This is an optimization exercise on Yosys and OpenROAD, whose aim is small area, not a production implementation. RTL that was checked went through simulation tests only; none was proved equivalent to the original. For runs 2 and 3, only the layout was checked, not whether the RTL still works. Power is estimated from default activity; no workload was simulated.

==> flow/design.v <==
package qr_pkg;
   localparam int DATA_W    = 16;
   localparam int FRAME_LEN = 20;
   localparam int H_DIM     = 4;
   typedef struct packed {
      logic signed [DATA_W-1:0] re;
      logic signed [DATA_W-1:0] im;
   } cplx_t;
   typedef enum logic [1:0] {
      IDLE,
      SEND,
      GAP
   } state_t;
endpackage
module qr_sync_fifo #(
   parameter int WIDTH = 32,
   parameter int DEPTH = 64
) (
   input  logic                    clk,
   input  logic                    rst_n,
   input  logic                    flush,
   input  logic                    push,
   input  logic [WIDTH-1:0]        wdata,
   input  logic                    pop,
   output logic [WIDTH-1:0]        rdata,
   output logic [$clog2(DEPTH):0]  count,
   output logic                    full,
   output logic                    empty
);
   localparam int AW = $clog2(DEPTH);
   localparam logic [AW:0] FULL_CNT = DEPTH[AW:0];
   logic [WIDTH-1:0] mem [DEPTH];
   logic [AW-1:0]    wr_ptr;
   logic [AW-1:0]    rd_ptr;
   logic             do_push;
   logic             do_pop;
   assign full    = (count == FULL_CNT);
   assign empty   = (count == '0);
   assign do_push = push && !full && !flush;
   assign do_pop  = pop && !empty && !flush;
   always_ff @(posedge clk or negedge rst_n) begin
      if (!rst_n) begin
         wr_ptr <= '0;
         rd_ptr <= '0;
         count  <= '0;
      end else if (flush) begin
         wr_ptr <= '0;
         rd_ptr <= '0;
         count  <= '0;
      end else begin
         if (do_push) wr_ptr <= wr_ptr + 1'b1;
         if (do_pop)  rd_ptr <= rd_ptr + 1'b1;
         case ({do_push, do_pop})
            2'b10:   count <= count + 1'b1;
            2'b01:   count <= count - 1'b1;
            default: count <= count;
         endcase
      end
   end
   always_ff @(posedge clk) begin
      if (do_push) mem[wr_ptr] <= wdata;
   end
   always_ff @(posedge clk or negedge rst_n) begin
      if (!rst_n)      rdata <= '0;
      else if (do_pop) rdata <= mem[rd_ptr];
   end
endmodule
module qr_frame_tx #(
   parameter int DATA_W     = qr_pkg::DATA_W,
   parameter int FRAME_LEN  = qr_pkg::FRAME_LEN,
   parameter int DEPTH      = 64,
   parameter int GAP_CYCLES = 8
) (
   input  logic                i_clk,
   input  logic                i_rst_n,
   input  logic                i_clr,
   input  logic                s_valid,
   input  logic [2*DATA_W-1:0] s_data,
   output logic                s_ready,
   output logic                o_trig,
   output logic [2*DATA_W-1:0] o_data,
   output logic                o_busy,
   output logic [15:0]         o_frame_cnt
);
   localparam int CW = $clog2(DEPTH) + 1;
   localparam int IW = (FRAME_LEN > 2) ? $clog2(FRAME_LEN) : 1;
   localparam int GW = $clog2(GAP_CYCLES + 1);
   localparam logic [CW-1:0] FRAME_CNT = CW'(FRAME_LEN);
   localparam logic [IW-1:0] LAST_IDX  = IW'(FRAME_LEN - 2);
   localparam logic [GW-1:0] GAP_END   = GW'(GAP_CYCLES);
   qr_pkg::state_t  state;
   qr_pkg::state_t  state_nxt;
   logic [IW-1:0]   idx;
   logic [IW-1:0]   idx_nxt;
   logic [GW-1:0]   gap_cnt;
   logic [GW-1:0]   gap_nxt;
   logic            pop;
   logic            frame_done;
   logic            push;
   logic [CW-1:0]   count;
   logic            full;
   logic            empty;
   assign s_ready = i_rst_n && !full && !i_clr;
   assign push    = s_valid && s_ready;
   assign o_busy  = (state != qr_pkg::IDLE);
   qr_sync_fifo #(
      .WIDTH (2*DATA_W),
      .DEPTH (DEPTH)
   ) u_fifo (
      .clk   (i_clk),
      .rst_n (i_rst_n),
      .flush (i_clr),
      .push  (push),
      .wdata (s_data),
      .pop   (pop),
      .rdata (o_data),
      .count (count),
      .full  (full),
      .empty (empty)
   );
   always_comb begin
      state_nxt  = state;
      idx_nxt    = idx;
      gap_nxt    = gap_cnt;
      pop        = 1'b0;
      frame_done = 1'b0;
      case (state)
         qr_pkg::IDLE: begin
            if (count >= FRAME_CNT) begin
               pop       = 1'b1;
               idx_nxt   = '0;
               state_nxt = qr_pkg::SEND;
            end
         end
         qr_pkg::SEND: begin
            if (!empty) begin
               pop     = 1'b1;
               idx_nxt = idx + 1'b1;
               if (idx == LAST_IDX) begin
                  frame_done = 1'b1;
                  gap_nxt    = '0;
                  state_nxt  = qr_pkg::GAP;
               end
            end
         end
         qr_pkg::GAP: begin
            if (gap_cnt == GAP_END) state_nxt = qr_pkg::IDLE;
            else                    gap_nxt   = gap_cnt + 1'b1;
         end
         default: state_nxt = qr_pkg::IDLE;
      endcase
   end
   always_ff @(posedge i_clk or negedge i_rst_n) begin
      if (!i_rst_n) begin
         state       <= qr_pkg::IDLE;
         idx         <= '0;
         gap_cnt     <= '0;
         o_trig      <= 1'b0;
         o_frame_cnt <= '0;
      end else if (i_clr) begin
         state       <= qr_pkg::IDLE;
         idx         <= '0;
         gap_cnt     <= '0;
         o_trig      <= 1'b0;
         o_frame_cnt <= '0;
      end else begin
         state   <= state_nxt;
         idx     <= idx_nxt;
         gap_cnt <= gap_nxt;
         o_trig  <= pop;
         if (frame_done) o_frame_cnt <= o_frame_cnt + 16'd1;
      end
   end
endmodule
==> flow/run.sh <==
#!/bin/bash
# synth_recipe.tcl (not shown) runs the flow's synth.tcl, then flattens the netlist and writes it again
# the make line also repeats each setting of config.mk as NAME=value (left out here)
make -C /OpenROAD-flow-scripts/flow DESIGN_CONFIG=/design/flow/config.mk WORK_HOME=/design/flow/orfs CLKGATE_MAP_FILE= SYNTH_SCRIPT=/design/flow/synth_recipe.tcl finish
==> flow/config.mk <==
export PLATFORM = sky130hd
export DESIGN_NAME = qr_frame_tx
export DESIGN_NICKNAME = qr_frame_tx
export VERILOG_FILES = /design/flow/design.v
export SDC_FILE = /design/flow/constraint.sdc
export NUM_CORES = 4
export LEC_CHECK = 0
export CAP_MARGIN = 20
export CORE_MARGIN = 2
export CORE_UTILIZATION = 40
export SLEW_MARGIN = 20
==> flow/constraint.sdc <==
create_clock -name core_clock -period 4.0 [get_ports {i_clk}]
set_input_delay 0.8000 -clock core_clock [delete_from_list [all_inputs] [get_ports {i_clk}]]
set_output_delay 0.8000 -clock core_clock [all_outputs]
set_load 0.01 [all_outputs]
==> run summary, run 1 <==
status=timing/DRC/antenna clean; Yosys reg bits=between 2k and 2.5k; Setup TNS=0 ns; leakage power=0.0291 uW; adder-cell area share of the yosys netlist=less than 1%; setup bufs post-CTS=0; worst hold path class=input pin to flip-flop; met3 usage=3.17%; grt met2 use=between 20% and 30%; routability cong.=0.850; Slew Limit Fails=0; Fmax achieved=0.280 GHz; port bufs=86; P&R area growth vs syn=14.7%; crit share post-route=89.1%; nets@finish=4,180; Synth area leaders=edfxtp_1 (75%), mux4_2 (12%), mux2i_1 (3.2%), dfrtp_1 (2.4%), a22oi_1 (1.2%); Reg area=0.0635 mm2; proportion of synthesized area in mux cells=15.5%; Post-Synthesis Cells=3,856; first-pass GRT wire length=285,000 um; combinational family with the most area after synthesis=multiplexers; largest area contributor in the netlist=edfxtp_1; antenna violations before repair=11; DP HPWL=116,000 um; CTS tree=done; GR Overflow Total=0; die height=457 um; WP data arrival=2.77 ns; Final setup viols=0; critical path required time=3.20 ns; post-route DRC violation count=0; M1 GR Usage=27.6%; Core ar.=between 0.2 and 0.25 mm2; busiest grt layer=met2; dpl ws=0.491 ns; Initial Util=roughly two fifths; Total Wirelength=approximately 200,000 um; num ports=87; syn_area_per_cell=21.3 um2; Bufs on Longest Clock Path=3; post-synthesis xor/xnor area fraction=0.308%; Final min period=roughly 3.6 ns; post-detailed-route count of antenna-violating nets=0; clock slew at reported path FFs=about 0.06 ns; row cnt=166; clock sink total=roughly 2.1k; H-tree levels=4; synthesized area=0.0820 mm2; critical path class=input pin to primary output; Die X=457 um; Filler cells=16.9k; Slew @ Worst Pin=around 1.1 ns; Post-synth EDFFs=2,048; largest net degree at the start of global routing=roughly 100; sequential-to-total area share from yosys stat=77.4%; multi-input logic area=~0.018 mm2; top cell type's share of synthesized area=about three quarters; VDD IR max=0.477 mV; vias per cell=about 5.6; via count=just under 40k; DRT Pass-1 Iters=7; Clock Skews=0.0338 ns; Pwr Density=590 mW/mm2; Distinct cells, synth=62; YS warnings=2; syn_nets=3,905; CTS Buf Count=208; critical path capture point type=primary output; max_slew headroom=26.7%; All-Layer GR Usage=18.8%; post-route setup slack=0.434 ns; share of cells above drive strength 1=about a quarter; total die area=0.209 mm2; WL/cell=28.3 um; max_cap viols=0; CP max FO=3; RSZ-0062 raised after global routing=no; vias in the first global route=slightly below 40k; Starting DRT DRC Count=between 4k and 5k; fin util=a little under half; Synth async-reset ratio=between 3 and 4%; Most used DFF post-synth=edfxtp_1; CP Launch Type=input pin; top cells by count, synth=edfxtp_1 (2,048), mux4_2 (445), mux2i_1 (260); most common cell in the netlist=edfxtp_1; root buffer cell=clkbuf_16; clock latency at the later pin of the worst-skew pair=0.85 ns; post-synthesis compound-gate area fraction=~2.8%; final hold vios=0; Synth Area in Simple Gates=2.41%
-- per-layer routing --
layer	vias up	routed length, um
met2	1379	91400
met1	21200	86800
met4	2	6620
li1	16700	-
met5	-	11
met3	249	13500
-- critical path, stage by stage --
cell and delay (ns):
dlygate4sd3_1 0.57, buf_4 0.18, nor2b_1 0.26, and2_1 0.23
clkdlybuf4s50_1 0.71
-- stage by stage --
| stage | hold WS, ns | power (uW) | std cells | area (um2) |
|---|---|---|---|---|
| 3_5_place_dp | 0.533 | 37100 | 6608 | 87500 |
| 4_1_cts | 0.279 | 55900 | 6995 | 94000 |
| 3_3_place_gp | 0.524 | 37100 | 6608 | 87500 |
| 2_1_floorplan | 0.495 | 32900 | 3856 | 82000 |
| 5_1_grt | 0.343 | 57400 | 6996 | 94100 |
| 6_report | 0.358 | 55500 | 7000 | 94100 |
-- power breakdown --
part	switching, uW	total, uW	leakage, uW	internal, uW
sequential	416	25100	0.0194	24700
combinational	6320	11500	0.00653	5170
clock	8260	18900	0.00322	10600
total	15000	55500	0.0291	40500
-- cells by family (layout without fill, tap and decap cells) --
kind of cell,after synthesis,in the layout
XOR/XNOR,28,28
AO/OA/AOI/OAI,327,327
buffers and inverters,230,681
other,0,5
flip-flops,2127,2127
AND/OR/NAND/NOR,420,420
multiplexers,711,711
adder cells (fa/ha/maj),13,13
-- area by class of cell --
class	instances	area share (%)
tap	2688	3.58
clock inverter	116	1.05
sequential	2127	67.5
timing repair buffer	282	2.80
inverter	13	0.0519
antenna	5	0.0133
multi-input combinational	1499	19.1
clock buffer	270	5.91
-- path summary, 6_finish.rpt --
check | start | end | slack, ns | cells past startpoint
max in group asynchronous | i_rst_n | u_fifo.rd_ptr[0]$_DFFE_PN0P_ | 2.05 | 4
min reg2reg | idx[1]$_DFFE_PN0P_ | idx[1]$_DFFE_PN0P_ | 0.54 | 2
max reg2reg | u_fifo.count[5]$_DFFE_PN0P_ | u_fifo.count[6]$_DFFE_PN0P_ | 0.55 | 12
min in group asynchronous | i_rst_n | o_frame_cnt[13]$_DFFE_PN0P_ | 0.62 | 3
max | i_rst_n | s_ready | 0.43 | 5
min | i_clr | u_fifo.wr_ptr[4]$_DFFE_PN0P_ | 0.36 | 2
-- registers in the layout, summed over array words and instances (netlist names) --
signal / cells
u_fifo.mem: 2048
u_fifo.rdata: 32
o_frame_cnt: 16
u_fifo.count: 7
u_fifo.rd_ptr: 6
u_fifo.wr_ptr: 6
idx: 5
gap_cnt: 4
state: 2
o_trig: 1
-- cell usage in the layout, fill, tap and decap left out, types with 32 or more instances in the layout --
master | netlist | layout
nand2_1 | 93 | 93
nor2_4 | 0 | 67
nor2_1 | 110 | 43
mux4_2 | 445 | 445
clkdlybuf4s50_1 | 0 | 52
buf_4 | 35 | 162
dfrtp_1 | 79 | 73
clkbuf_1 | 112 | 52
clkinv_2 | 0 | 43
a22oi_1 | 127 | 127
nand3_1 | 142 | 142
o21ai_1 | 32 | 32
o21ai_0 | 76 | 76
edfxtp_1 | 2048 | 2048
mux2i_1 | 260 | 260
clkbuf_16 | 0 | 210
buf_12 | 0 | 37
clkinv_1 | 0 | 44
-- what timing repair did --
| action | CTS | global route |
|---|---|---|
| resized for setup | 0 | 0 |
| hold buffers | 1 | 0 |
| endpoints found under the hold margin | 13 | 0 |
==> run 2, diff against run 1 <==
==> flow/design.v (replaced) <==
package qr_pkg;
   localparam int DATA_W    = 16;
   localparam int FRAME_LEN = 20;
   localparam int H_DIM     = 4;
   typedef struct packed {
      logic signed [DATA_W-1:0] re;
      logic signed [DATA_W-1:0] im;
   } cplx_t;
   typedef enum logic [1:0] {
      IDLE,
      SEND,
      GAP
   } state_t;
endpackage
module qr_sync_fifo #(
   parameter int WIDTH = 32,
   parameter int DEPTH = 64
) (
   input  logic                     clk,
   input  logic                     we,
   input  logic [$clog2(DEPTH)-1:0] waddr,
   input  logic [WIDTH-1:0]         wdata,
   output logic [WIDTH*DEPTH-1:0]   mem_q
);
   logic [WIDTH-1:0] mem [DEPTH];
   always_ff @(posedge clk) begin
      if (we) mem[waddr] <= wdata;
   end
   always_comb begin
      for (int i = 0; i < DEPTH; i++) mem_q[i*WIDTH +: WIDTH] = mem[i];
   end
endmodule
module qr_frame_tx #(
   parameter int DATA_W     = qr_pkg::DATA_W,
   parameter int FRAME_LEN  = qr_pkg::FRAME_LEN,
   parameter int DEPTH      = 64,
   parameter int GAP_CYCLES = 8
) (
   input  logic                i_clk,
   input  logic                i_rst_n,
   input  logic                i_clr,
   input  logic                s_valid,
   input  logic [2*DATA_W-1:0] s_data,
   output logic                s_ready,
   output logic                o_trig,
   output logic [2*DATA_W-1:0] o_data,
   output logic                o_busy,
   output logic [15:0]         o_frame_cnt
);
   localparam int W  = 2*DATA_W;
   localparam int AW = $clog2(DEPTH);
   localparam int CW = AW + 1;
   localparam int PW = $clog2(FRAME_LEN + GAP_CYCLES + 1);
   localparam logic [PW-1:0] LAST_POP = PW'(FRAME_LEN - 2);
   localparam logic [PW-1:0] LAST_TRG = PW'(FRAME_LEN - 1);
   localparam logic [PW-1:0] LAST_PH  = PW'(FRAME_LEN + GAP_CYCLES - 1);
   logic [CW-1:0] count;
   logic [AW-1:0] wr_ptr;
   logic [AW-1:0] rd_ptr;
   logic          busy;
   logic [PW-1:0] pcnt;
   logic          push;
   logic          pop;
   logic          frame_done;
   logic [W*DEPTH-1:0] mem_q;
   logic [W-1:0]  rd_word;
   assign s_ready    = i_rst_n && (count != CW'(DEPTH)) && !i_clr;
   assign push       = s_valid && s_ready;
   assign pop        = !i_clr && (busy ? (pcnt <= LAST_POP) : (count >= CW'(FRAME_LEN)));
   assign frame_done = !i_clr && busy && (pcnt == LAST_POP);
   assign o_busy     = busy;
   assign o_trig     = busy && (pcnt <= LAST_TRG);
   qr_sync_fifo #(
      .WIDTH (W),
      .DEPTH (DEPTH)
   ) u_fifo (
      .clk   (i_clk),
      .we    (push),
      .waddr (wr_ptr),
      .wdata (s_data),
      .mem_q (mem_q)
   );
   always_comb begin
      rd_word = pop ? '0 : o_data;
      for (int i = 0; i < DEPTH; i++)
         if (pop && rd_ptr == AW'(i)) rd_word = rd_word | mem_q[i*W +: W];
   end
   always_ff @(posedge i_clk or negedge i_rst_n) begin
      if (!i_rst_n) o_data <= '0;
      else          o_data <= rd_word;
   end
   always_ff @(posedge i_clk or negedge i_rst_n) begin
      if (!i_rst_n) begin
         count       <= '0;
         wr_ptr      <= '0;
         rd_ptr      <= '0;
         busy        <= 1'b0;
         pcnt        <= '0;
         o_frame_cnt <= '0;
      end else if (i_clr) begin
         count       <= '0;
         wr_ptr      <= '0;
         rd_ptr      <= '0;
         busy        <= 1'b0;
         pcnt        <= '0;
         o_frame_cnt <= '0;
      end else begin
         if (push) wr_ptr <= wr_ptr + 1'b1;
         if (pop)  rd_ptr <= rd_ptr + 1'b1;
         if (push && !pop)      count <= count + 1'b1;
         else if (pop && !push) count <= count - 1'b1;
         if (busy) begin
            pcnt <= pcnt + 1'b1;
            if (pcnt == LAST_PH) busy <= 1'b0;
         end else if (pop) begin
            busy <= 1'b1;
            pcnt <= '0;
         end
         if (frame_done) o_frame_cnt <= o_frame_cnt + 16'd1;
      end
   end
endmodule
--- a/flow/config.mk
+++ b/flow/config.mk
@@ -8,4 +8,6 @@
 export CAP_MARGIN = 20
 export CORE_MARGIN = 2
 export CORE_UTILIZATION = 40
+export CTS_BUF_LIST = sky130_fd_sc_hd__clkbuf_4 sky130_fd_sc_hd__clkbuf_8
+export CTS_CLUSTER_SIZE = 30
 export SLEW_MARGIN = 20
==> run 2 against run 1 <==
  * Now fails the layout checks on setup timing
  * Via count grew 49%
  * Global-route usage increased by 19 points
  * Die area decreased by 2.8%
  * Wire length increased by 96%
  * Clock power barely moved
  * Total power shrank 10%
  * Setup slack got worse by 0.69 ns
  * First-iteration DRC count grew to 3.0 times the previous value
  * Critical path depth rose by 5
  * Critical endpoint is now o_data[0]$_DFF_PN0_
  * Highest routed layer unchanged
==> run summary, run 2 <==
Starting DRT DRC Count=13.1k (was 4,396); cell family with most CP delay=simple AND/OR/NAND/NOR gates (was buffers and inverters); clock slew at reported path FFs=0.06 ns (about the same); CP Launch Type=flip-flop (was input pin); Core ar.=0.198 mm2 (was 0.204 mm2); dpl ws=-0.350 ns (was 0.491 ns); Filler cells=16.6k (was 16.9k); Fmax achieved=0.235 GHz (was 0.280 GHz); Slew Limit Fails=0 (unchanged); total die area=0.203 mm2 (was 0.209 mm2); max_cap viols=0 (unchanged); commonest non-fill, non-tap cells in the layout=edfxtp_1 (2,048), buf_4 (530), a22oi_1 (488) (was edfxtp_1 (2,048), mux4_2 (445), mux2i_1 (260)); clock sink total=2,121 (was 2,127); post-route setup slack=-0.258 ns (was 0.434 ns); critical path required time=5.01 ns (was 3.20 ns); first-pass GRT wire length=503,000 um (was 285,000 um); Post-synth EDFFs=2,048 (unchanged); nets@finish=5,462 (was 4,180); DRT Pass-1 Iters=8 (was 7); YS warnings=2 (unchanged); largest net degree at the start of global routing=65 (was 103); DP HPWL=248,000 um (was 116,000 um); Pwr Density=515 mW/mm2 (was 590 mW/mm2); port bufs=86 (unchanged); VDD IR max=0.399 mV (was 0.477 mV); top cells by count, synth=edfxtp_1 (2,048), a22oi_1 (488), nand2_1 (185) (was edfxtp_1 (2,048), mux4_2 (445), mux2i_1 (260)); CP Buf/Inv Count=2 (was 3); Initial Util=40.3% (was 40.2%); Slew @ Worst Pin=1.22 ns (was 1.10 ns); Yosys reg bits=2,121 (was 2,127); final hold vios=0 (unchanged); worst hold path class=input pin to flip-flop (unchanged); synthesized area=0.0797 mm2 (was 0.0820 mm2); Total Wirelength=389,000 um (was 198,000 um); CP max FO=14 (was 3); number of flip-flops under the largest register name=2,048 (unchanged); crit path cell chain=inv_1 -> ha_2 -> nand4b_1 -> nor2b_4 -> buf_4 -> nand2_1 -> a21oi_1 -> a211oi_1 -> nand4_1 -> or4_1 (was dlygate4sd3_1 -> buf_4 -> nor2b_1 -> and2_1 -> clkdlybuf4s50_1); post-detailed-route count of antenna-violating nets=0 (unchanged); sequential-to-total area share from yosys stat=79.4% (was 77.4%); vias per cell=7.04 (was 5.64); commonest non-fill, non-tap cell in the layout=edfxtp_1 (unchanged); WL/cell=46.6 um (was 28.3 um); WP data arrival=5.27 ns (was 2.77 ns); All-Layer GR Usage=37.4% (was 18.8%); antenna violations before repair=39 (was 11); Synth area leaders=edfxtp_1 (77%), a22oi_1 (4.6%), dfrtp_1 (2.3%), a22o_1 (1.6%), a221oi_1 (1.0%) (was edfxtp_1 (75%), mux4_2 (12%), mux2i_1 (3.2%), dfrtp_1 (2.4%), a22oi_1 (1.2%)); slowest CP cell=nand4b_1 (was clkdlybuf4s50_1); CTS tree=done (unchanged); Most used DFF post-synth=edfxtp_1 (unchanged); Synth async-reset ratio=3.44% (was 3.71%); CTS Buf Count=351 (was 208); leakage power=0.0310 uW (was 0.0291 uW); Die X=450 um (was 457 um); Reg area=0.0633 mm2 (was 0.0635 mm2); RSZ-0062 raised after global routing=no (unchanged); die height=450 um (was 457 um); critical path class=flip-flop to flip-flop (was input pin to primary output); H-tree levels=5 (was 4); GR Overflow Total=0 (unchanged); routability cong.=1.04 (was 0.850); syn_nets=4,659 (was 3,905); Clock Skews=0.0770 ns (was 0.0338 ns); crit-path max cell delay=0.72 ns (was 0.71 ns); largest area contributor in the netlist=edfxtp_1 (unchanged); biggest regs=u_fifo.mem: 2048 flops, o_data: 32 flops, o_frame_cnt: 16 flops (was u_fifo.mem: 2048 flops, u_fifo.rdata: 32 flops, o_frame_cnt: 16 flops); status=finished with violations (was timing/DRC/antenna clean); top cell type's share of synthesized area=77.1% (was 75.0%); most common cell in the netlist=edfxtp_1 (unchanged); multi-input logic area=0.0159 mm2 (was 0.0180 mm2); Pwr Total=49,700 uW (was 55,500 uW); critical path capture point type=flip-flop (was primary output); most flop-heavy register=u_fifo.mem (unchanged); row cnt=163 (was 166); Post-Synthesis Cells=4,609 (was 3,856); via count=58.7k (was 39.5k); post-route DRC violation count=0 (unchanged); P&R area growth vs syn=21.2% (was 14.7%); setup slack, reg-to-reg=-0.26 ns (was 0.55 ns); crit share post-route=106% (was 89.1%); Final min period=4.26 ns (was 3.57 ns); Bufs on Longest Clock Path=4 (was 3); Final setup viols=6 (was 0); num ports=87 (unchanged); clock latency at the later pin of the worst-skew pair=1.10 ns (was 0.85 ns); root buffer cell=clkbuf_8 (was clkbuf_16); syn_area_per_cell=17.3 um2 (was 21.3 um2); max_slew headroom=17.4% (was 26.7%); Distinct cells, synth=86 (was 62); vias in the first global route=53.3k (was 39.8k); layout check fault list=setup timing; share of cells above drive strength 1=25.0% (was 24.7%)
==> run 2: cell types whose count changed in the layout (fill, tap and decap cells not counted), sizes merged, moves of 95 or more <==
cell,before,now
mux2i,260,57
a22o,31,145
mux4,445,0
a221oi,0,95
clkbuf,270,498
buf,229,690
a22oi,127,488
==> run 2: per-layer routing <==
layer,up-vias,GRT usage (%),wire [um]
met1,29000,45.9,125000
met3,1742,17.0,70100
met4,28,29.5,38600
li1,20900,-,-
met5,-,0,182
met2,6966,50.9,155000
==> run 2: final cells by class <==
| class | count | area share, % |
|---|---|---|
| Sequential cell | 2121 | 65.6 |
| Multi-Input combinational cell | 2179 | 16.5 |
| Timing Repair Buffer | 745 | 7.49 |
| Clock buffer | 497 | 6.29 |
| Tap cell | 2640 | 3.42 |
| Clock inverter | 105 | 0.560 |
| Antenna cell | 38 | 0.0985 |
| Inverter | 14 | 0.0544 |
==> run 2: what timing repair did <==
action,CTS,global route
pin swaps,0,4
hold buffers,2,0
setup buffers,0,4
hold endpoints to repair,42,0
cloned,0,0
endpoints found under the setup margin,2,5
gates resized for setup,3,9
==> run 2: cells by family after synthesis <==
group,share of synthesized area [%]
flops,79.4
compound gates,11.9
simple gates,5.63
buf+inv,1.70
mux,0.956
xor+xnor,0.176
fa+ha+maj,0.229
==> run 2: worst paths after layout <==
check | start | to | cells after the start
setup / recovery | rd_ptr[0]$_DFFE_PN0P_ | o_data[0]$_DFF_PN0_ | 10
hold / removal | s_data[12] | u_fifo.mem[6][12]$_DFFE_PP_ | 1
setup reg to reg | rd_ptr[0]$_DFFE_PN0P_ | o_data[0]$_DFF_PN0_ | 10
hold reg to reg | u_fifo.mem[50][16]$_DFFE_PP_ | o_data[16]$_DFF_PN0_ | 1
max in group asynchronous | i_rst_n | o_data[26]$_DFF_PN0_ | 4
min in group asynchronous | i_rst_n | o_frame_cnt[14]$_DFFE_PN0P_ | 3
==> run 2: where the power goes <==
part	switching [uW]	leakage [uW]	internal [uW]
Sequential	477	0.0194	24600
Combinational	4150	0.00808	1730
Clock	8880	0.00354	9910
==> run 2: through the flow <==
step	hold slack (ns)	cell area [um2]	util [%]	cells	TNS [ns]
floorplan	0.443	79800	-	4609	-756.97
global placement	0.447	89600	45.4	7685	-0.469
detailed placement	0.471	89700	45.4	7687	-0.579
CTS	0.128	96300	48.7	8291	0
global route	0.138	96500	48.8	8304	0
finish	0.159	96600	48.9	8339	-0.689
==> run 3, diff against run 2 <==
--- a/flow/config.mk
+++ b/flow/config.mk
@@ -7,7 +7,8 @@
 export LEC_CHECK = 0
 export CAP_MARGIN = 20
 export CORE_MARGIN = 2
-export CORE_UTILIZATION = 40
-export CTS_BUF_LIST = sky130_fd_sc_hd__clkbuf_4 sky130_fd_sc_hd__clkbuf_8
-export CTS_CLUSTER_SIZE = 30
+export CORE_UTILIZATION = 55
+export CTS_BUF_LIST = sky130_fd_sc_hd__clkbuf_8
+export CTS_CLUSTER_SIZE = 20
+export PLACE_DENSITY = 0.7
 export SLEW_MARGIN = 20
==> run 3 against run 2 <==
  * Sequential share of layout area rose by 1.3 points
  * Synthesized area did not move
  * Final area fell by 1.9%
  * First-iteration DRC count fell by 0.19%
  * Synthesized cell count did not move
  * Clock power fell by 9%
  * Still fails the layout checks on setup timing
  * Combinational power barely moved
  * Flip-flop and latch count did not move
  * Largest power group unchanged
  * Fmax rose by 1.8%
  * Cell count fell by 9.2%
==> run summary, run 3 <==
Initial Util=55.5% (was 40.3%); critical path required time=4.98 ns (was 5.01 ns); P&R area growth vs syn=18.9% (was 21.2%); WL/cell=49.3 um (was 46.6 um); biggest regs=u_fifo.mem: 2048 flops, o_data: 32 flops, o_frame_cnt: 16 flops (unchanged); synthesized area=0.0797 mm2 (unchanged); combinational power share=12.2% (was 11.8%); CP Launch Type=flip-flop (unchanged); RSZ-0062 raised after global routing=no (unchanged); Starting DRT DRC Count=13.1k (about the same); VDD IR max=0.489 mV (was 0.399 mV); Core ar.=0.144 mm2 (was 0.198 mm2); CP max FO=25 (was 14); max_slew headroom=11.1% (was 17.4%); Distinct cells, synth=86 (unchanged); Setup TNS=-0.807 ns (was -0.689 ns); vias in the first global route=54.0k (was 53.3k); post-detailed-route count of antenna-violating nets=0 (unchanged); largest area contributor in the netlist=edfxtp_1 (unchanged); Slew Limit Fails=0 (unchanged); DP HPWL=238,000 um (was 248,000 um); commonest non-fill, non-tap cell in the layout=edfxtp_1 (unchanged); GR Overflow Total=0 (unchanged); via count=58.8k (was 58.7k); top cell type's share of synthesized area=77.1% (unchanged); antenna violations before repair=37 (was 39); most common cell in the netlist=edfxtp_1 (unchanged); Fmax achieved=0.239 GHz (was 0.235 GHz); post-route DRC violation count=0 (unchanged); Slew @ Worst Pin=1.33 ns (was 1.22 ns); nets@finish=5,449 (was 5,462); largest net degree at the start of global routing=65 (unchanged); WP data arrival=5.16 ns (was 5.27 ns); Synth area leaders=edfxtp_1 (77%), a22oi_1 (4.6%), dfrtp_1 (2.3%), a22o_1 (1.6%), a221oi_1 (1.0%) (unchanged); Sw Pwr=13,100 uW (was 13,500 uW); sequential-to-total area share from yosys stat=79.4% (unchanged); Bufs on Longest Clock Path=4 (unchanged); num ports=87 (unchanged); status=finished with violations (unchanged); Final min period=4.18 ns (was 4.26 ns); vias per cell=7.76 (was 7.04); P_int=35,000 uW (was 36,200 uW); max_cap viols=0 (unchanged); clock sink total=2,121 (unchanged); Total Wirelength=373,000 um (was 389,000 um); top cells by count, synth=edfxtp_1 (2,048), a22oi_1 (488), nand2_1 (185) (unchanged); number of flip-flops under the largest register name=2,048 (unchanged); Most used DFF post-synth=edfxtp_1 (unchanged); fin util=66.0% (was 48.9%); clock slew at reported path FFs=0.07 ns (was 0.06 ns); DRT Pass-1 Iters=10 (was 8); final hold vios=0 (unchanged); Pwr Density=507 mW/mm2 (was 515 mW/mm2); Clock Skews=0.0817 ns (was 0.0770 ns); dpl ws=-0.453 ns (was -0.350 ns); port bufs=86 (unchanged); most flop-heavy register=u_fifo.mem (unchanged); Yosys reg bits=2,121 (unchanged); Sequential Power Share=52.0% (was 50.4%); Sw Share=27.2% (about the same); first-pass GRT wire length=485,000 um (was 503,000 um); clock latency at the later pin of the worst-skew pair=1.08 ns (was 1.10 ns); worst hold path class=input pin to flip-flop (unchanged); root buffer cell=clkbuf_8 (unchanged); post-route setup slack=-0.182 ns (was -0.258 ns); Post-Synthesis Cells=4,609 (unchanged); Pwr Total=48,100 uW (was 49,700 uW); share of cells above drive strength 1=22.3% (was 25.0%); syn_nets=4,659 (unchanged); leakage power=0.0309 uW (was 0.0310 uW); Final setup viols=9 (was 6); routability cong.=1.06 (was 1.04); crit share post-route=105% (was 106%); All-Layer GR Usage=50.3% (was 37.4%); row cnt=139 (was 163); Die X=385 um (was 450 um); commonest non-fill, non-tap cells in the layout=edfxtp_1 (2,048), buf_4 (546), a22oi_1 (488) (was edfxtp_1 (2,048), buf_4 (530), a22oi_1 (488)); YS warnings=2 (unchanged); layout check fault list=setup timing (unchanged); syn_area_per_cell=17.3 um2 (unchanged); Clk pwr share=35.8% (was 37.8%); H-tree levels=5 (unchanged); critical path capture point type=flip-flop (unchanged); CTS Buf Count=342 (was 351); total die area=0.148 mm2 (was 0.203 mm2); CTS tree=done (unchanged); die height=385 um (was 450 um); Post-synth EDFFs=2,048 (unchanged); Synth async-reset ratio=3.44% (unchanged); critical path class=flip-flop to flip-flop (unchanged)
==> run 3: metrics by stage <==
stage	area, um2	std cells	hold slack (ns)
5_1_grt	94700	7555	0.134
4_1_cts	94600	7548	0.102
3_5_place_dp	88600	6953	0.464
2_1_floorplan	79800	4609	0.443
6_report	94800	7573	0.112
3_3_place_gp	88600	6951	0.449
==> run 3: what timing repair did <==
action	CTS	global route
resized for setup	1	6
buffers inserted	0	3
hold buffers	1	0
endpoints found under the setup margin	1	8
endpoints found under the hold margin	39	0
==> run 3: cell type report <==
type | instances | area (um2)
Clock inverter | 230 | 1020
Timing Repair Buffer | 741 | 7020
Multi-Input combinational cell | 2179 | 15900
Sequential cell | 2121 | 63300
Inverter | 14 | 52.6
Tap cell | 1903 | 2380
Antenna cell | 21 | 52.6
Clock buffer | 364 | 5010
Fill cell | 9923 | 48900
==> run 3: final timing paths <==
| path | slack (ns) | startpoint | cells past startpoint | endpoint |
|---|---|---|---|---|
| hold / removal | 0.11 | s_data[29] | 1 | u_fifo.mem[46][29]$_DFFE_PP_ |
| min in group asynchronous | 0.43 | i_rst_n | 3 | rd_ptr[3]$_DFFE_PN0P_ |
| hold reg to reg | 0.49 | u_fifo.mem[50][16]$_DFFE_PP_ | 1 | o_data[16]$_DFF_PN0_ |
| setup / recovery | -0.18 | rd_ptr[3]$_DFFE_PN0P_ | 10 | o_data[28]$_DFF_PN0_ |
| max in group asynchronous | 2.08 | i_rst_n | 4 | o_data[31]$_DFF_PN0_ |
| setup reg to reg | -0.18 | rd_ptr[3]$_DFFE_PN0P_ | 10 | o_data[28]$_DFF_PN0_ |
==> run 3: power groups by stage <==
| stage | Clock [uW] | Sequential (uW) | Combinational (uW) |
|---|---|---|---|
| finish | 17200 | 25000 | 5850 |
| global route | 17900 | 25000 | 5760 |
| CTS | 17000 | 25000 | 5460 |
| detailed placement | 0 | 25400 | 5440 |
| global placement | 0 | 25400 | 5400 |
| floorplan | 0 | 25200 | 2070 |
==> run 3: metal layers <==
| layer | routed length, um | track usage [%] |
|---|---|---|
| met1 | 113000 | 61.3 |
| met2 | 146000 | 66.7 |
| met3 | 72200 | 25.2 |
| met4 | 41300 | 41.5 |
| met5 | 660 | 1.23 |
==> run 3: kinds of logic (layout without fill, tap and decap cells) <==
group	after synthesis	in the layout	share of synthesized area (%)
AOI/OAI and AO/OA	1228	1228	11.9
and+or+nand+nor	847	847	5.63
adders and majority gates	14	14	0.229
other	0	21	0
buffers and inverters	309	1349	1.70
muxes	74	74	0.956
DFF	2121	2121	79.4
xor gates and xnor gates	16	16	0.176
==> run 3: critical path, stage by stage (launching register included) <==
cell and delay (ns):
dfrtp_4 0.68, buf_12 0.24, or4b_2 0.70, nor2_2 0.80, buf_4 0.36, a22o_1 0.19
a2111oi_0 0.06, buf_4 0.15, a31oi_1 0.47, buf_4 0.28, or4_1 0.12
==> run 4, diff against run 3 <==
--- a/flow/design.v
+++ b/flow/design.v
@@ -12,23 +12,40 @@
       GAP
    } state_t;
 endpackage
-module qr_sync_fifo #(
-   parameter int WIDTH = 32,
-   parameter int DEPTH = 64
-) (
-   input  logic                     clk,
-   input  logic                     we,
-   input  logic [$clog2(DEPTH)-1:0] waddr,
-   input  logic [WIDTH-1:0]         wdata,
-   output logic [WIDTH*DEPTH-1:0]   mem_q
+module qr_ao222n (
+   input  logic [2:0] a,
+   input  logic [2:0] b,
+   output logic       y
 );
-   logic [WIDTH-1:0] mem [DEPTH];
-   always_ff @(posedge clk) begin
-      if (we) mem[waddr] <= wdata;
+   assign y = ~((a[0] & b[0]) | (a[1] & b[1]) | (a[2] & b[2]));
+endmodule
+module qr_nand2 (
+   input  logic [1:0] a,
+   output logic       y
+);
+   assign y = ~&a;
+endmodule
+module qr_rd_tail (
+   input  logic [21:0] n,
+   input  logic        take,
+   input  logic        hold,
+   output logic        y
+);
+   assign y = take ? ~&n : hold;
+endmodule
+module qr_rd_bit (
+   input  logic [63:0] sel,
+   input  logic [63:0] d,
+   input  logic        take,
+   input  logic        hold,
+   output logic        y
+);
+   logic [21:0] n;
+   for (genvar k = 0; k < 21; k++) begin : g_l1
+      qr_ao222n u (.a(sel[3*k +: 3]), .b(d[3*k +: 3]), .y(n[k]));
    end
-   always_comb begin
-      for (int i = 0; i < DEPTH; i++) mem_q[i*WIDTH +: WIDTH] = mem[i];
-   end
+   qr_nand2 u_l1_last (.a({sel[63], d[63]}), .y(n[21]));
+   qr_rd_tail u_tail (.n(n), .take(take), .hold(hold), .y(y));
 endmodule
 module qr_frame_tx #(
    parameter int DATA_W     = qr_pkg::DATA_W,
@@ -54,6 +71,7 @@
    localparam logic [PW-1:0] LAST_POP = PW'(FRAME_LEN - 2);
    localparam logic [PW-1:0] LAST_TRG = PW'(FRAME_LEN - 1);
    localparam logic [PW-1:0] LAST_PH  = PW'(FRAME_LEN + GAP_CYCLES - 1);
+   logic [W-1:0]  mem [DEPTH];
    logic [CW-1:0] count;
    logic [AW-1:0] wr_ptr;
    logic [AW-1:0] rd_ptr;
@@ -62,7 +80,7 @@
    logic          push;
    logic          pop;
    logic          frame_done;
-   logic [W*DEPTH-1:0] mem_q;
+   logic [DEPTH-1:0] rsel;
    logic [W-1:0]  rd_word;
    assign s_ready    = i_rst_n && (count != CW'(DEPTH)) && !i_clr;
    assign push       = s_valid && s_ready;
@@ -70,20 +88,18 @@
    assign frame_done = !i_clr && busy && (pcnt == LAST_POP);
    assign o_busy     = busy;
    assign o_trig     = busy && (pcnt <= LAST_TRG);
-   qr_sync_fifo #(
-      .WIDTH (W),
-      .DEPTH (DEPTH)
-   ) u_fifo (
-      .clk   (i_clk),
-      .we    (push),
-      .waddr (wr_ptr),
-      .wdata (s_data),
-      .mem_q (mem_q)
-   );
+   always_ff @(posedge i_clk) begin
+      if (push) mem[wr_ptr] <= s_data;
+   end
    always_comb begin
-      rd_word = pop ? '0 : o_data;
-      for (int i = 0; i < DEPTH; i++)
-         if (pop && rd_ptr == AW'(i)) rd_word = rd_word | mem_q[i*W +: W];
+      for (int i = 0; i < DEPTH; i++) rsel[i] = (rd_ptr == AW'(i));
+   end
+   for (genvar j = 0; j < W; j++) begin : g_rd
+      logic [DEPTH-1:0] d;
+      for (genvar i = 0; i < DEPTH; i++) begin : g_w
+         assign d[i] = mem[i][j];
+      end
+      qr_rd_bit u_rd (.sel(rsel), .d(d), .take(pop), .hold(o_data[j]), .y(rd_word[j]));
    end
    always_ff @(posedge i_clk or negedge i_rst_n) begin
       if (!i_rst_n) o_data <= '0;
==> flow/config.mk (replaced) <==
export PLATFORM = sky130hd
export DESIGN_NAME = qr_frame_tx
export DESIGN_NICKNAME = qr_frame_tx
export VERILOG_FILES = /design/flow/design.v
export SDC_FILE = /design/flow/constraint.sdc
export NUM_CORES = 4
export LEC_CHECK = 0
export CAP_MARGIN = 10
export CORE_MARGIN = 2
export CORE_UTILIZATION = 50
export CTS_BUF_LIST = sky130_fd_sc_hd__clkbuf_8
export CTS_CLUSTER_DIAMETER = 50
export CTS_CLUSTER_SIZE = 18
export PLACE_DENSITY = 0.65
export SLEW_MARGIN = 10
export SYNTH_HIERARCHICAL = 1
==> run 4 against run 3 <==
  * Largest power group unchanged
  * The run now finishes clean
  * Wire length shrank 43%
  * Largest cell class unchanged
  * Die area is 2.3% higher
  * Synthesized cell count fell by 24%
==> run summary, run 4 <==
status=timing/DRC/antenna clean (was finished with violations); Post-Synthesis Cells=3,487 (was 4,609); Fmax achieved=0.258 GHz (was 0.239 GHz); leakage power=0.0252 uW (was 0.0309 uW); first-pass GRT wire length=295,000 um (was 485,000 um); port bufs=86 (unchanged); Bufs on Longest Clock Path=3 (was 4); largest area contributor in the netlist=edfxtp_1 (unchanged); critical path required time=4.86 ns (was 4.98 ns); CP max FO=22 (was 25); Critical Path Source=rd_ptr[0]$_DFFE_PN0P_ (was rd_ptr[3]$_DFFE_PN0P_); H-tree levels=4 (was 5); Post-synth EDFFs=2,048 (unchanged); routability cong.=0.893 (was 1.06); Clock Skews=0.0747 ns (was 0.0817 ns); Sw Pwr=9760 uW (was 13,100 uW); commonest non-fill, non-tap cell in the layout=edfxtp_1 (unchanged); multi-input logic area=0.0115 mm2 (was 0.0159 mm2); root buffer cell=clkbuf_8 (unchanged); Die X=389 um (was 385 um); synthesized area=0.0741 mm2 (was 0.0797 mm2); biggest regs=mem: 2048 flops, o_data: 32 flops, o_frame_cnt: 16 flops (was u_fifo.mem: 2048 flops, o_data: 32 flops, o_frame_cnt: 16 flops); top cell type's share of synthesized area=83.0% (was 77.1%); Slew @ Worst Pin=1.25 ns (was 1.33 ns); syn_nets=3,538 (was 4,659); critical path class=flip-flop to flip-flop (unchanged); Total Wirelength=212,000 um (was 373,000 um); share of cells above drive strength 1=15.4% (was 22.3%); combinational power share=8.3% (was 12.2%); clock sink total=2,121 (unchanged); clock latency at the later pin of the worst-skew pair=0.98 ns (was 1.08 ns); sequential-to-total area share from yosys stat=85.4% (was 79.4%); Pwr Density=482 mW/mm2 (was 507 mW/mm2); worst hold path class=input pin to flip-flop (unchanged); Sw Share=24.2% (was 27.2%); post-detailed-route count of antenna-violating nets=0 (unchanged); Reg area=0.0633 mm2 (about the same); antenna violations before repair=22 (was 37); nets@finish=3,955 (was 5,449); num ports=87 (unchanged); critical path capture point type=flip-flop (unchanged); top cells by count, synth=edfxtp_1 (2,048), a222oi_1 (672), nand4_1 (168) (was edfxtp_1 (2,048), a22oi_1 (488), nand2_1 (185)); max_slew headroom=16.5% (was 11.1%); R2R cell count=8 (was 10); CP Launch Type=flip-flop (unchanged); most flop-heavy register=mem (was u_fifo.mem); GR Overflow Total=0 (unchanged); YS warnings=7 (was 2); Setup TNS=0 ns (was -0.807 ns); DP HPWL=124,000 um (was 238,000 um); Synth async-reset ratio=3.44% (unchanged); commonest non-fill, non-tap cells in the layout=edfxtp_1 (2,048), a222oi_1 (672), nand4_1 (168) (was edfxtp_1 (2,048), buf_4 (546), a22oi_1 (488)); vias per cell=6.97 (was 7.76); Synth area leaders=edfxtp_1 (83%), a222oi_1 (9.1%), dfrtp_1 (2.5%), nand4_1 (1.4%), nor2_1 (0.76%) (was edfxtp_1 (77%), a22oi_1 (4.6%), dfrtp_1 (2.3%), a22o_1 (1.6%), a221oi_1 (1.0%)); setup bufs post-CTS=0 (unchanged); largest net degree at the start of global routing=65 (unchanged); Critical Path End=o_data[16]$_DFF_PN0_ (was o_data[28]$_DFF_PN0_); die height=389 um (was 385 um); CTS Buf Count=157 (was 342); max_cap viols=0 (unchanged); Filler cells=10.9k (was 9,923); clock slew at reported path FFs=0.11 ns (was 0.07 ns); WL/cell=35.6 um (was 49.3 um); syn_area_per_cell=21.3 um2 (was 17.3 um2); DRT Pass-1 Iters=10 (unchanged); total die area=0.151 mm2 (was 0.148 mm2); P_int=30,500 uW (was 35,000 uW); Initial Util=50.3% (was 55.5%); post-route DRC violation count=0 (unchanged); Core ar.=0.147 mm2 (was 0.144 mm2); vias in the first global route=39.0k (was 54.0k); via count=41.5k (was 58.8k); VDD IR max=0.270 mV (was 0.489 mV); crit share post-route=97.0% (was 105%); row cnt=141 (was 139); most common cell in the netlist=edfxtp_1 (unchanged); Clk pwr share=29.9% (was 35.8%); P&R area growth vs syn=12.6% (was 18.9%); Most used DFF post-synth=edfxtp_1 (unchanged); FF-to-FF End=o_data[16]$_DFF_PN0_ (was o_data[28]$_DFF_PN0_); setup slack, reg-to-reg=0.12 ns (was -0.18 ns); Pwr Total=40,300 uW (was 48,100 uW); reg2reg start=rd_ptr[0]$_DFFE_PN0P_ (was rd_ptr[3]$_DFFE_PN0P_); WP data arrival=4.74 ns (was 5.16 ns); CTS tree=done (unchanged); Sequential Power Share=61.8% (was 52.0%); Final setup viols=0 (was 9); All-Layer GR Usage=27.7% (was 50.3%); final hold vios=0 (unchanged); number of flip-flops under the largest register name=2,048 (unchanged); Yosys reg bits=2,121 (unchanged); Starting DRT DRC Count=8,440 (was 13.1k); RSZ-0062 raised after global routing=no (unchanged); Final min period=3.88 ns (was 4.18 ns); Distinct cells, synth=60 (was 86); Slew Limit Fails=0 (unchanged)
-- run 4: critical path: stages (launching register included) --
cell and delay, ns:
dfrtp_1 0.45, ha_1 0.29, nand3_1 0.40, nor2_4 0.26
buf_4 0.28, a222oi_1 0.58, nand4_1 0.25, or4_1 0.83
o32a_1 0.43
-- run 4: per-module statistics from Yosys, one instance, submodules excluded, a selection --
module       flip-flops and latches  cells inside  area, um2  copies in the design
qr_ao222n                         0             1       10.0                   672
qr_frame_tx                    2121          2527      65600                     1
qr_nand2                          0             1       3.75                    32
qr_rd_tail                        0             8       53.8                    32
-- run 4: per-stage QoR --
step,area (um2),util (%),cells,worst slack (ns),hold slack (ns)
after floorplan,74100,-,3487,0.252,0.504
after global placement,80200,54.3,5674,0.321,0.467
after detailed placement,80200,54.3,5674,0.278,0.473
after CTS,83500,56.6,5948,0.266,0.208
after global routing,83500,56.6,5949,0.122,0.233
final,83500,56.6,5951,0.121,0.271
-- run 4: worst min path at each step --
stage	start	end	cells after the start
finish	s_data[4]	mem[21][4]$_DFFE_PP_	1
global placement	o_frame_cnt[15]$_DFFE_PN0P_	o_frame_cnt[15]$_DFFE_PN0P_	1
CTS	s_data[4]	mem[25][4]$_DFFE_PP_	1
global route	s_data[4]	mem[34][4]$_DFFE_PP_	1
detailed placement	o_frame_cnt[14]$_DFFE_PN0P_	o_frame_cnt[14]$_DFFE_PN0P_	1
floorplan	i_rst_n	busy$_DFF_PN0_	0
-- run 4: cells by family after synthesis --
logic type,count (synthesis),share of synthesized area (%)
xor+xnor,13,0.154
mux,5,0.0709
fa+ha+maj,15,0.263
compound gates,769,10.1
buf+inv,33,0.191
simple gates,531,3.81
flops,2121,85.4
-- run 4: timing repair --
item	CTS	global route
endpoints found under the hold margin	16	0
resized for setup	0	0
hold buffers	1	0
-- run 4: cell type report --
cell class                 instances  area share, %
sequential                      2121           75.8
multi-input combinational       1333           13.8
timing repair buffer             284           3.43
tap                             1930           2.89
clock buffer                     159           2.62
clock inverter                   114           1.37
inverter                           7         0.0315
antenna                            3        0.00899
-- run 4: power by group through the flow --
stage                     Clock [uW]  Combinational [uW]  Sequential (uW)
after global routing           12900                3470            24900
after floorplan                    0                1260            25300
after detailed placement           0                3290            25400
after global placement             0                3230            25400
after CTS                      12200                3300            24900
final                          12000                3360            24900
-- run 4: per-layer routing --
layer  vias up  global-route usage (%)  wire, um
li1      16900                       -         -
met1     21300                    37.9     77300
met2      2896                    42.8     97900
met3       363                    6.90     27600
met4        10                    11.3      9060
met5         -                       0        77
==> run 5, diff against run 4 <==
--- a/flow/config.mk
+++ b/flow/config.mk
@@ -9,8 +9,8 @@
 export CORE_MARGIN = 2
 export CORE_UTILIZATION = 50
 export CTS_BUF_LIST = sky130_fd_sc_hd__clkbuf_8
-export CTS_CLUSTER_DIAMETER = 50
-export CTS_CLUSTER_SIZE = 18
+export CTS_CLUSTER_DIAMETER = 60
+export CTS_CLUSTER_SIZE = 20
 export PLACE_DENSITY = 0.65
 export SLEW_MARGIN = 10
 export SYNTH_HIERARCHICAL = 1
==> run 5 against run 4 <==
  * Still clean on timing, DRC and antenna
  * Fmax about the same
  * Setup slack improved by 0.0028 ns
  * Sequential share of layout area increased by 0.63 points
  * Flip-flop and latch count unchanged
  * Non-clock buffer count unchanged
  * Combinational power about the same
  * Register-to-register slack about the same
  * Synthesized cell count unchanged
  * First-iteration DRC count decreased by 2.0%
  * Global-route usage decreased by 0.11 points
==> run summary, run 5 <==
max_slew headroom=16.0% (was 16.5%); GR Overflow Total=0 (unchanged); critical path class=flip-flop to flip-flop (unchanged); setup slack, reg-to-reg=0.12 ns (about the same); biggest regs=mem: 2048 flops, o_data: 32 flops, o_frame_cnt: 16 flops (unchanged); proportion of synthesized area in mux cells=0.0709% (unchanged); first-pass GRT wire length=294,000 um (was 295,000 um); commonest non-fill, non-tap cells in the layout=edfxtp_1 (2,048), a222oi_1 (672), nand4_1 (168) (unchanged); Synth async-reset ratio=3.44% (unchanged); Slew Limit Fails=0 (unchanged); die height=389 um (unchanged); vias in the first global route=38.8k (was 39.0k); antenna violations before repair=19 (was 22); Reg area=0.0633 mm2 (unchanged); most common cell in the netlist=edfxtp_1 (unchanged); syn_area_per_cell=21.3 um2 (unchanged); crit share post-route=96.9% (was 97.0%); critical path required time=4.80 ns (was 4.86 ns); share of cells above drive strength 1=14.3% (was 15.4%); critical path capture point type=flip-flop (unchanged); worst hold path class=input pin to flip-flop (unchanged); commonest non-fill, non-tap cell in the layout=edfxtp_1 (unchanged); CP max FO=22 (unchanged); Filler cells=10.9k (about the same); Fmax achieved=0.258 GHz (about the same); via count=41.4k (was 41.5k); post-detailed-route count of antenna-violating nets=0 (unchanged); All-Layer GR Usage=27.6% (was 27.7%); Post-Synthesis Cells=3,487 (unchanged); Final setup viols=0 (unchanged); Total Wirelength=212,000 um (about the same); final hold vios=0 (unchanged); max_cap viols=0 (unchanged); WP data arrival=4.68 ns (was 4.74 ns); Most used DFF post-synth=edfxtp_1 (unchanged); busiest grt layer=met2 (unchanged); row cnt=141 (unchanged); syn_nets=3,538 (unchanged); RSZ-0062 raised after global routing=no (unchanged); P&R area growth vs syn=11.7% (was 12.6%); M1 GR Usage=37.8% (was 37.9%); Distinct cells, synth=60 (unchanged); largest area contributor in the netlist=edfxtp_1 (unchanged); Pwr Density=470 mW/mm2 (was 482 mW/mm2); post-synthesis xor/xnor area fraction=0.154% (unchanged); H-tree levels=4 (unchanged); number of flip-flops under the largest register name=2,048 (unchanged); total die area=0.151 mm2 (unchanged); routability cong.=0.893 (unchanged); Slew @ Worst Pin=1.26 ns (was 1.25 ns); Clock Skews=0.0796 ns (was 0.0747 ns); Initial Util=50.3% (unchanged); most flop-heavy register=mem (unchanged); YS warnings=7 (unchanged); synthesized area=0.0741 mm2 (unchanged); Core ar.=0.147 mm2 (unchanged); post-route DRC violation count=0 (unchanged); Synth Area in Simple Gates=3.81% (unchanged); DP HPWL=124,000 um (unchanged); num ports=87 (unchanged); grt met2 use=42.8% (about the same); root buffer cell=clkbuf_8 (unchanged); top cell type's share of synthesized area=83.0% (unchanged); Yosys reg bits=2,121 (unchanged); VDD IR max=0.270 mV (about the same); port bufs=86 (unchanged); dpl ws=0.278 ns (unchanged); met3 usage=6.40% (was 6.90%); clock slew at reported path FFs=0.12 ns (was 0.11 ns); CTS Buf Count=137 (was 157); WL/cell=35.9 um (was 35.6 um); Final min period=3.88 ns (about the same); vias per cell=7.03 (was 6.97); Post-synth EDFFs=2,048 (unchanged); Starting DRT DRC Count=8,269 (was 8,440); Post-CTS Resized=0 (unchanged); DRT Pass-1 Iters=10 (unchanged); nets@finish=3,935 (was 3,955); status=timing/DRC/antenna clean (unchanged); post-route setup slack=0.124 ns (was 0.121 ns); Bufs on Longest Clock Path=3 (unchanged); top cells by count, synth=edfxtp_1 (2,048), a222oi_1 (672), nand4_1 (168) (unchanged); leakage power=0.0249 uW (was 0.0252 uW); CP Launch Type=flip-flop (unchanged); adder-cell area share of the yosys netlist=0.263% (unchanged); Die X=389 um (unchanged); multi-input logic area=0.0115 mm2 (unchanged); combinational family with the most area after synthesis=compound AO/OA/AOI/OAI gates (unchanged); clock latency at the later pin of the worst-skew pair=0.93 ns (was 0.98 ns); Synth area leaders=edfxtp_1 (83%), a222oi_1 (9.1%), dfrtp_1 (2.5%), nand4_1 (1.4%), nor2_1 (0.76%) (unchanged); clock sink total=2,121 (unchanged); sequential-to-total area share from yosys stat=85.4% (unchanged); largest net degree at the start of global routing=65 (unchanged); post-synthesis compound-gate area fraction=10.1% (unchanged); CTS tree=done (unchanged); Setup TNS=0 ns (unchanged)
-- run 5: cell type report --
cell class / count / share of cell area, %
clock buffer: 142 / 2.36
clock inverter: 72 / 0.830
tap: 1930 / 2.92
multi-input combinational: 1333 / 13.9
antenna: 2 / 0.00604
sequential: 2121 / 76.5
timing repair buffer: 284 / 3.46
inverter: 7 / 0.0317
-- run 5: cell families (layout without fill, tap and decap cells) --
logic type | after synthesis | in the layout
XOR/XNOR | 13 | 13
adder cells (fa/ha/maj) | 15 | 15
buffers and inverters | 33 | 505
AO/OA/AOI/OAI | 769 | 769
multiplexers | 5 | 5
AND/OR/NAND/NOR | 531 | 531
other | 0 | 2
flip-flops | 2121 | 2121
-- run 5: metrics by stage --
step | hold slack [ns] | total power [uW] | utilization (%) | instances | cell area, um2
finish | 0.312 | 38900 | 56.1 | 5891 | 82800
global route | 0.273 | 39900 | 56.1 | 5890 | 82800
CTS | 0.247 | 39000 | 56.1 | 5889 | 82800
detailed placement | 0.473 | 28700 | 54.3 | 5674 | 80200
global placement | 0.467 | 28600 | 54.3 | 5674 | 80200
floorplan | 0.504 | 26500 | - | 3487 | 74100
-- run 5: modules after synthesis, one instance, submodules excluded, a selection --
module	cells inside	times used	area, um2
qr_frame_tx	2527	1	65600
qr_rd_tail	8	32	53.8
qr_nand2	1	32	3.75
qr_ao222n	1	672	10.0
-- run 5: routing by layer --
layer / wire [um] / vias up
met1: 77400 / 21300
met2: 97700 / 2937
met5: 64 / -
li1: - / 16800
met3: 26600 / 352
met4: 9770 / 10
-- run 5: final timing paths --
check / from / endpoint / cells past startpoint
min reg2reg: o_frame_cnt[15]$_DFFE_PN0P_ / o_frame_cnt[15]$_DFFE_PN0P_ / 1
min: s_data[4] / mem[12][4]$_DFFE_PP_ / 1
max in group asynchronous: i_rst_n / o_data[16]$_DFF_PN0_ / 3
min in group asynchronous: i_rst_n / o_frame_cnt[4]$_DFFE_PN0P_ / 2
max reg2reg: rd_ptr[0]$_DFFE_PN0P_ / o_data[16]$_DFF_PN0_ / 8
max: rd_ptr[0]$_DFFE_PN0P_ / o_data[16]$_DFF_PN0_ / 8
-- run 5: critical path, cell delays in order, from the launching register on --
cell and delay (ns):
dfrtp_1 0.45, ha_1 0.29, nand3_1 0.40, nor2_4 0.25
buf_4 0.27, a222oi_1 0.60, nand4_1 0.25, or4_1 0.80
o32a_1 0.42
-- run 5: power by group --
| group | total (uW) | switching (uW) | internal, uW |
|---|---|---|---|
| sequential | 24900 | 345 | 24500 |
| clock | 10700 | 6720 | 3950 |
| combinational | 3350 | 2230 | 1130 |
| total | 38900 | 9290 | 29600 |
-- run 5: what timing repair did --
item,4_1_cts,5_1_grt
buffers inserted,0,0
endpoints found under the hold margin,16,0
hold buffers,1,0
endpoints found under the setup margin,0,0
==> run 6, diff against run 5 <==
--- a/flow/config.mk
+++ b/flow/config.mk
@@ -7,10 +7,10 @@
 export LEC_CHECK = 0
 export CAP_MARGIN = 10
 export CORE_MARGIN = 2
-export CORE_UTILIZATION = 50
+export CORE_UTILIZATION = 62
 export CTS_BUF_LIST = sky130_fd_sc_hd__clkbuf_8
 export CTS_CLUSTER_DIAMETER = 60
 export CTS_CLUSTER_SIZE = 20
-export PLACE_DENSITY = 0.65
+export PLACE_DENSITY = 0.72
 export SLEW_MARGIN = 10
 export SYNTH_HIERARCHICAL = 1
==> run 6 against run 5 <==
  * Critical path depth stayed put
  * Die area down 19%
  * First-iteration DRC count up 16%
  * Sequential power about the same
  * Final area fell by 0.35%
  * Synthesized cell count is the same
  * Via count grew 3.3%
  * Register-to-register slack better by 0.09 ns
  * Critical path type unchanged
  * Hold slack better by 0.019 ns
  * Total power shrank 1.0%
  * Clock skew decreased by 0.044 ns
==> run summary, run 6 <==
synthesized area=0.0741 mm2 (unchanged); Clock Skews=0.0359 ns (was 0.0796 ns); post-synthesis xor/xnor area fraction=0.154% (unchanged); post-route DRC violation count=0 (unchanged); vias per cell=7.64 (was 7.03); clock latency at the later pin of the worst-skew pair=0.90 ns (was 0.93 ns); max_slew headroom=12.3% (was 16.0%); commonest non-fill, non-tap cell in the layout=edfxtp_1 (unchanged); Synth Area in Simple Gates=3.81% (unchanged); Setup TNS=0 ns (unchanged); DP HPWL=131,000 um (was 124,000 um); Slew Limit Fails=0 (unchanged); proportion of synthesized area in mux cells=0.0709% (unchanged); Post-Synthesis Cells=3,487 (unchanged); most common cell in the netlist=edfxtp_1 (unchanged); critical path required time=4.78 ns (was 4.80 ns); biggest regs=mem: 2048 flops, o_data: 32 flops, o_frame_cnt: 16 flops (unchanged); Clk pwr share=26.6% (was 27.4%); number of flip-flops under the largest register name=2,048 (unchanged); RSZ-0062 raised after global routing=no (unchanged); All-Layer GR Usage=35.9% (was 27.6%); Final setup viols=0 (unchanged); top cell type's share of synthesized area=83.0% (unchanged); Yosys reg bits=2,121 (unchanged); crit share post-route=94.6% (was 96.9%); Pwr Density=467 mW/mm2 (was 470 mW/mm2); adder-cell area share of the yosys netlist=0.263% (unchanged); syn_area_per_cell=21.3 um2 (unchanged); port bufs=86 (unchanged); Post-synth EDFFs=2,048 (unchanged); WP data arrival=4.57 ns (was 4.68 ns); row cnt=126 (was 141); clock sink total=2,121 (unchanged); crit-path max cell delay=0.63 ns (was 0.80 ns); reg2reg start=rd_ptr[0]$_DFFE_PN0P_ (unchanged); hold path start=s_data[20] (was s_data[4]); Core ar.=0.118 mm2 (was 0.147 mm2); Synth area leaders=edfxtp_1 (83%), a222oi_1 (9.1%), dfrtp_1 (2.5%), nand4_1 (1.4%), nor2_1 (0.76%) (unchanged); Finished Layout Cells=5,601 (was 5,891); top cells by count, synth=edfxtp_1 (2,048), a222oi_1 (672), nand4_1 (168) (unchanged); Critical Path Source=rd_ptr[0]$_DFFE_PN0P_ (unchanged); commonest non-fill, non-tap cells in the layout=edfxtp_1 (2,048), a222oi_1 (672), buf_4 (173) (was edfxtp_1 (2,048), a222oi_1 (672), nand4_1 (168)); via count=42.8k (was 41.4k); share of cells above drive strength 1=14.5% (was 14.3%); final hold vios=0 (unchanged); Fmax achieved=0.264 GHz (was 0.258 GHz); CP max FO=15 (was 22); routability cong.=0.956 (was 0.893); Most used DFF post-synth=edfxtp_1 (unchanged); largest area contributor in the netlist=edfxtp_1 (unchanged); leakage power=0.0250 uW (was 0.0249 uW); Pwr Total=38,500 uW (was 38,900 uW); CTS Buf Count=133 (was 137); critical path capture point type=flip-flop (unchanged); P_int=29,300 uW (was 29,600 uW); nets@finish=3,963 (was 3,935); max_cap viols=0 (unchanged); H-tree levels=4 (unchanged); vias in the first global route=40.1k (was 38.8k); Initial Util=62.6% (was 50.3%); Sw Pwr=9210 uW (was 9290 uW); Post-DP Area=0.0800 mm2 (was 0.0802 mm2); worst hold path class=input pin to flip-flop (unchanged); Total Wirelength=218,000 um (was 212,000 um); Sequential Power Share=64.8% (was 64.0%); post-detailed-route count of antenna-violating nets=0 (unchanged); critical path class=flip-flop to flip-flop (unchanged); combinational power share=8.6% (about the same); VDD IR max=0.409 mV (was 0.270 mV); root buffer cell=clkbuf_8 (unchanged); most flop-heavy register=mem (unchanged); antenna violations before repair=21 (was 19); syn_nets=3,538 (unchanged); largest net degree at the start of global routing=65 (unchanged); YS warnings=7 (unchanged); crit path cell chain=ha_1 -> nand3_1 -> nor2_2 -> buf_4 -> a222oi_1 -> nand4_1 -> or4_1 -> o32a_1 (was ha_1 -> nand3_1 -> nor2_4 -> buf_4 -> a222oi_1 -> nand4_1 -> or4_1 -> o32a_1); setup bufs post-CTS=0 (unchanged); die height=350 um (was 389 um); final instance area=0.0825 mm2 (was 0.0828 mm2); sequential-to-total area share from yosys stat=85.4% (unchanged); total die area=0.122 mm2 (was 0.151 mm2); Slew @ Worst Pin=1.31 ns (was 1.26 ns); CP Launch Type=flip-flop (unchanged); P&R area growth vs syn=11.3% (was 11.7%); Final min period=3.78 ns (was 3.88 ns); Bufs on Longest Clock Path=3 (unchanged); hold_ws=0.332 ns (was 0.312 ns); placed instance count=5,376 (was 5,674); combinational family with the most area after synthesis=compound AO/OA/AOI/OAI gates (unchanged); first-pass GRT wire length=303,000 um (was 294,000 um); GR Overflow Total=0 (unchanged); DRT Pass-1 Iters=11 (was 10); WL/cell=39.0 um (was 35.9 um); Sw Share=23.9% (about the same); CTS tree=done (unchanged); slowest CP cell=or4_1 (unchanged); Synth async-reset ratio=3.44% (unchanged); status=timing/DRC/antenna clean (unchanged); num ports=87 (unchanged); clock slew at reported path FFs=0.12 ns (about the same); Starting DRT DRC Count=9,592 (was 8,269); Die X=350 um (was 389 um); post-synthesis compound-gate area fraction=10.1% (unchanged); Distinct cells, synth=60 (unchanged)
## run 6: changes by cell type in the layout (fill, tap and decap cells not counted), moves of 4 or more
cell | previous run | this run
bufinv_16 | 8 | 4
buf_4 | 144 | 173
nor2_4 | 111 | 106
clkinv_1 | 5 | 9
nor2_2 | 16 | 21
inv_1 | 24 | 41
buf_12 | 54 | 58
## run 6: cell families (layout without fill, tap and decap cells)
kind of cell	count (synthesis)	after routing
and+or+nand+nor	531	531
AOI/OAI and AO/OA	769	769
DFF	2121	2121
adders and majority gates	15	15
xor gates and xnor gates	13	13
muxes	5	5
buffers and inverters	33	542
other	0	5
## run 6: cell type report
| cell class | instances | area, um2 |
|---|---|---|
| clock buffers | 140 | 1930 |
| well taps | 1600 | 2000 |
| repair buffers | 316 | 3160 |
| clock inverters | 79 | 562 |
| fillers | 7157 | 35900 |
| diodes | 5 | 12.5 |
| multi-input cells | 1333 | 11500 |
| inverters | 7 | 26.3 |
| flip-flops and latches | 2121 | 63300 |
## run 6: Yosys stat by module (local to each module, per instance), a selection
module	flops+latches	times used	cells
qr_frame_tx	2121	1	2527
qr_nand2	0	32	1
qr_rd_tail	0	32	8
qr_ao222n	0	672	1
## run 6: layer usage
metal	share of wire [%]	up-vias	wire, um	GRT usage, %
met2	45	3820	97900	53.8
met3	15	617	33700	9.97
li1	-	16900	-	-
met5	0.061	-	133	0
met1	34	21500	73100	48.9
met4	6.1	20	13200	18.7
## run 6: path summary, 6_finish.rpt
check / end / slack (ns) / depth (start not counted)
hold reg to reg: o_frame_cnt[15]$_DFFE_PN0P_ / 0.49 / 1
min in group asynchronous: o_frame_cnt[2]$_DFFE_PN0P_ / 0.47 / 3
hold / removal: mem[22][20]$_DFFE_PP_ / 0.33 / 1
setup / recovery: o_data[8]$_DFF_PN0_ / 0.22 / 8
setup reg to reg: o_data[8]$_DFF_PN0_ / 0.22 / 8
max in group asynchronous: o_data[3]$_DFF_PN0_ / 2.25 / 4
## run 6: timing repair
item	4_1_cts	5_1_grt
hold endpoints to repair	21	0
hold buffers	1	0
gates resized for setup	0	0
## run 6: worst max-delay path, delay by kind of cell (launching register included)
family | cells | cell delay [ns]
AO/OA/AOI/OAI | 2 | 0.93
adder cells (fa/ha/maj) | 1 | 0.30
buffers and inverters | 1 | 0.32
flip-flops | 1 | 0.46
AND/OR/NAND/NOR | 4 | 1.64
## run 6: power groups by stage
| stage | sequential, uW | combinational, uW | clock, uW |
|---|---|---|---|
| after floorplan | 25300 | 1260 | 0 |
| after global placement | 25500 | 3140 | 0 |
| after detailed placement | 25500 | 3220 | 0 |
| after CTS | 25000 | 3220 | 10300 |
| after global routing | 25000 | 3410 | 11000 |
| final | 25000 | 3310 | 10200 |
## run 6: stage by stage
step                      setup WS [ns]  util (%)
final                             0.216      69.7
after global routing              0.156      69.7
after CTS                         0.363      69.7
after detailed placement          0.358      67.6
after global placement            0.396      67.6
after floorplan                   0.252         -

-- re-timing with driven ports --
The flow's constraints put no driver on any port. The routed layouts listed below were extracted and timed again, unchanged, in two steps.
Step 1 (the two cells are an assumption about what drives the block):
set clk [get_ports {i_clk}]
set_driving_cell -lib_cell sky130_fd_sc_hd__clkbuf_16 $clk
set_driving_cell -lib_cell sky130_fd_sc_hd__buf_2 [delete_from_list [all_inputs] $clk]
Step 2, shift: input delay + t, output delay - t, t = (earliest + latest rising clock arrival at the registers) / 2. This alone moves slack from input paths to output paths.
Slacks: no drivers / after step 1 / after step 2; pairs: no drivers / after step 1.
run | t, ns | setup slack, ns | latest minus earliest clock arrival (ns) | worst data-port slew with drivers (ns) | pins driven straight from the clock port
run 1 | 0.919 | 0.434 / 0.388 / 0.122 | 0.036 / 0.035 | 0.14 | 1
run 2 | 1.137 | -0.258 / -0.258 / -0.369 | 0.101 / 0.101 | 0.12 | 1
run 3 | 1.128 | -0.182 / -0.182 / -0.560 | 0.092 / 0.091 | 0.08 | 1
run 4 | 1.012 | 0.121 / 0.121 / -0.077 | 0.082 / 0.081 | 0.08 | 1
run 5 | 0.965 | 0.124 / 0.124 / -0.094 | 0.083 / 0.083 | 0.08 | 1
run 6 | 0.954 | 0.216 / 0.216 / 0.216 | 0.048 / 0.048 | 0.04 | 1
Met with ideal ports but missed after step 2: setup timing in run 4 and run 5. For run 3, which loses most, drivers alone change the setup slack by 0.000 ns; drivers and shift together by -0.378 ns.
